This design comes from an exercise in tuning for small area, a short achievable clock period and few clock cycles per item on the open sky130 flow, not from production work. Where RTL was checked, it was by simulation tests only, not by an equivalence proof against the original.

## pe_requant
module pe_requant #(
    parameter int ACC_W  = 32,
    parameter int MULT_W = 16,
    parameter int CNT_W  = 16
) (
    input  logic              clk,
    input  logic              rst_n,
    input  logic              in_valid,
    output logic              in_ready,
    input  logic [ACC_W-1:0]  in_acc,
    input  logic [ACC_W-1:0]  in_bias,
    input  logic              in_last,
    output logic              out_valid,
    input  logic              out_ready,
    output logic [7:0]        out_data,
    output logic              out_last,
    input  logic              cfg_we,
    input  logic [MULT_W-1:0] cfg_mult,
    input  logic [4:0]        cfg_shift,
    input  logic [7:0]        cfg_zp,
    output logic              busy,
    output logic [CNT_W-1:0]  out_count
);
    localparam int SUM_W = ACC_W + 1;    
    localparam int W     = 49;           
    localparam int NDIG  = 9;            
    localparam int NH    = 4;            
    logic [NDIG-1:0] bone;
    logic [NDIG-2:0] btwo, bneg;
    logic [4:0]      cfg_shift_q;
    logic [7:0]      cfg_zp_q;
    logic        s1_vld, s2_vld, r3_vld;
    logic        s1_last, s2_last;
    logic        room_q;                  
    logic        any_q;                   
    logic        in_fire, pop, cfg_apply;
    assign in_ready  = room_q || out_ready;
    assign in_fire   = in_valid && in_ready;
    assign busy      = any_q || in_valid;
    assign cfg_apply = cfg_we && !busy;
    logic [SUM_W-1:0] s1_sum;
    logic [SUM_W-1:0] a1_a, a1_b, a1_s;
    assign a1_a = {in_acc[ACC_W-1], in_acc};
    assign a1_b = {in_bias[ACC_W-1], in_bias};
    logic [32:0] a1_g0, a1_p0;
  ...
clock: 9.0 ns
lec_check: 0
abc_clock_period_in_ps: 4400
cap_margin: 20
core_margin: 2
core_utilization: 55
cts_buf_list: sky130_fd_sc_hd__clkbuf_4 sky130_fd_sc_hd__clkbuf_8
cts_cluster_size: 30
setup_slack_margin: 5.0
slew_margin: 20
synth_hierarchical: 1
synth_minimum_keep_size: 0
standard.sh (not shown) runs the stock make flow with config.mk's settings and CLKGATE_MAP_FILE= SYNTH_SCRIPT=/design/flow/synth_recipe.tcl, a recipe that flattens the netlist after the stock synthesis.
==> flow/flow/run.sh <==
#!/bin/bash
# Standard layout, with plain buffers (not delay buffers) on the ports and a
# clock tree without dummy loads.
export BUFFER_PORTS_ARGS="-buffer_cell sky130_fd_sc_hd__buf_1"
export CTS_ARGS="-sink_clustering_enable -repair_clock_nets -dont_use_dummy_load -sink_clustering_size 30 -buf_list {sky130_fd_sc_hd__clkbuf_4 sky130_fd_sc_hd__clkbuf_8}"
bash standard.sh > standard.log 2>&1
Testbench counts at the start, summed over its fixed seeds: cycles 11,268, items 10,948.
Change:
--- a/flow/design.v
+++ b/flow/design.v
@@ -661,25 +661,25 @@
     always_ff @(posedge clk) s2_y[46] <= t483;
     always_ff @(posedge clk) s2_y[47] <= t485;
     always_ff @(posedge clk) s2_y[48] <= t487;
     always_ff @(posedge clk) s2_last <= s1_last;
     logic [W-1:0] p;
     logic [30:0]  hmask;
     logic [9:0]   win;                    
     logic [24:0]  w16;
     logic [16:0]  w8;
     logic [12:0]  w4;
     logic [10:0]  w2;
     logic [40:0]  q;
-    logic         sgn, z_fix, o_fix, z_vlo, o_vlo, z_vhi, o_vhi;
+    logic         sgn, ov_fix, ov_var;
     logic [W-1:0] a3_a, a3_b, a3_s;
     assign a3_a = s2_x;
     assign a3_b = s2_y;
     logic [48:0] a3_g0, a3_p0;
     assign a3_g0 = a3_a & a3_b;
     assign a3_p0 = a3_a ^ a3_b;
     logic a3_G0, a3_P0;
     assign a3_G0 = a3_g0[1] | (a3_p0[1] & a3_g0[0]);
     assign a3_P0 = a3_p0[1] & a3_p0[0];
     logic a3_G1, a3_P1;
     assign a3_G1 = a3_g0[3] | (a3_p0[3] & a3_g0[2]);
     assign a3_P1 = a3_p0[3] & a3_p0[2];
@@ -1069,52 +1069,43 @@
     assign a3_P129 = a3_P112 & a3_P111;
     assign a3_s = a3_p0 ^ {a3_G128, a3_G127, a3_G126, a3_G125, a3_G124, a3_G123, a3_G122, a3_G121, a3_G120, a3_G119, a3_G118, a3_G117, a3_G116, a3_G115, a3_G114, a3_G113, a3_G111, a3_G110, a3_G109, a3_G108, a3_G107, a3_G106, a3_G105, a3_G104, a3_G103, a3_G102, a3_G101, a3_G100, a3_G99, a3_G98, a3_G97, a3_G96, a3_G79, a3_G78, a3_G77, a3_G76, a3_G75, a3_G74, a3_G73, a3_G72, a3_G51, a3_G50, a3_G49, a3_G48, a3_G25, a3_G24, a3_G0, a3_g0[0], 1'b0};
     always_comb begin
         p      = a3_s;
         q      = {p[39:0], 1'b0};         
         w16    = cfg_shift_q[4] ? q[40:16]  : q[24:0];
         w8     = cfg_shift_q[3] ? w16[24:8] : w16[16:0];
         w4     = cfg_shift_q[2] ? w8[16:4]  : w8[12:0];
         w2     = cfg_shift_q[1] ? w4[12:2]  : w4[10:0];
         win    = cfg_shift_q[0] ? w2[10:1]  : w2[9:0];
         hmask  = {31{1'b1}} << cfg_shift_q;       
         sgn    = p[W-1];
-        z_fix  = ~|p[48:39];
-        o_fix  = &p[48:39];
-        z_vlo  = ~|(p[23:8] & hmask[15:0]);
-        o_vlo  = &(p[23:8] | ~hmask[15:0]);
-        z_vhi  = ~|(p[38:24] & hmask[30:16]);
-        o_vhi  = &(p[38:24] | ~hmask[30:16]);
+        ov_fix = sgn ? !(&p[47:39]) : |p[47:39];
+        ov_var = sgn ? !(&(p[38:8] | ~hmask)) : |(p[38:8] & hmask);
     end
-    logic       r3_last, r3_sgn, r3_zfix, r3_ofix, r3_zvlo, r3_ovlo, r3_zvhi, r3_ovhi;
+    logic       r3_last, r3_sgn, r3_ofix, r3_ovar;
     logic [9:0] r3_win;
     always_ff @(posedge clk) begin
         r3_last <= s2_last;
         r3_sgn  <= sgn;
-        r3_zfix <= z_fix;
-        r3_ofix <= o_fix;
-        r3_zvlo <= z_vlo;
-        r3_ovlo <= o_vlo;
-        r3_zvhi <= z_vhi;
-        r3_ovhi <= o_vhi;
+        r3_ofix <= ov_fix;
+        r3_ovar <= ov_var;
         r3_win  <= win;
     end
     logic signed [9:0] v;
     logic [7:0]        res;
     logic [8:0]        r3_dat;            
     always_comb begin
         v = $signed({r3_win[9], r3_win[9:1]}) + $signed({9'd0, r3_win[0]})
           + $signed({2'b00, cfg_zp_q});
-        if (!((r3_zfix && r3_zvlo && r3_zvhi) || (r3_ofix && r3_ovlo && r3_ovhi)))
-                                res = r3_sgn ? 8'd0 : 8'd255;
+        if (r3_ofix || r3_ovar) res = r3_sgn ? 8'd0 : 8'd255;
         else if (v[9])          res = 8'd0;
         else if (v[8])          res = 8'd255;
         else                    res = v[7:0];
     end
     assign r3_dat = {r3_last, res};
     logic [NH-1:0] h_vld, nh_vld;
     logic [8:0]    h_dat [NH];
     assign out_valid = h_vld[0];
     assign out_data  = h_dat[0][7:0];
     assign out_last  = h_dat[0][8];
     assign pop       = h_vld[0] && out_ready;
     always_comb begin
Result:
- routed wire length went up by 1.3%
- final area went up by 1.0%
- area after synthesis went down by 0.66%
- critical path depth went up by 15
- core utilization went up by 1.7 points
The RTL of the second run of this note was laid out without a check of its function.

## port drivers added, routing unchanged
No port has a modelled driver above. Below, the same layouts with a new extraction and two added sets of constraints. Step 1, drivers: a clkbuf_16 drives clk and a buf_2 each remaining input, both assumed. Step 2 also shifts input and output timing later by t, the mid clock arrival at the registers, as if the neighbouring blocks saw the same clock. a / b / c = no drivers / after step 1 / after step 2; a / b = the first two.
| run | t, ns | setup WS [ns] | worst register clock-pin slew, ns | worst slew at a driven data input, ns |
|---|---|---|---|---|
| the first run | 0.641 | 5.016 / 4.996 / 4.567 | 0.07 / 0.07 | 0.07 |
| the second run | 0.640 | 4.945 / 4.945 / 4.479 | 0.06 / 0.06 | 0.10 |
After both steps every run listed still meets setup and hold. For the second run, which loses most, drivers alone change the setup slack by 0.000 ns; drivers and shift together by -0.466 ns.
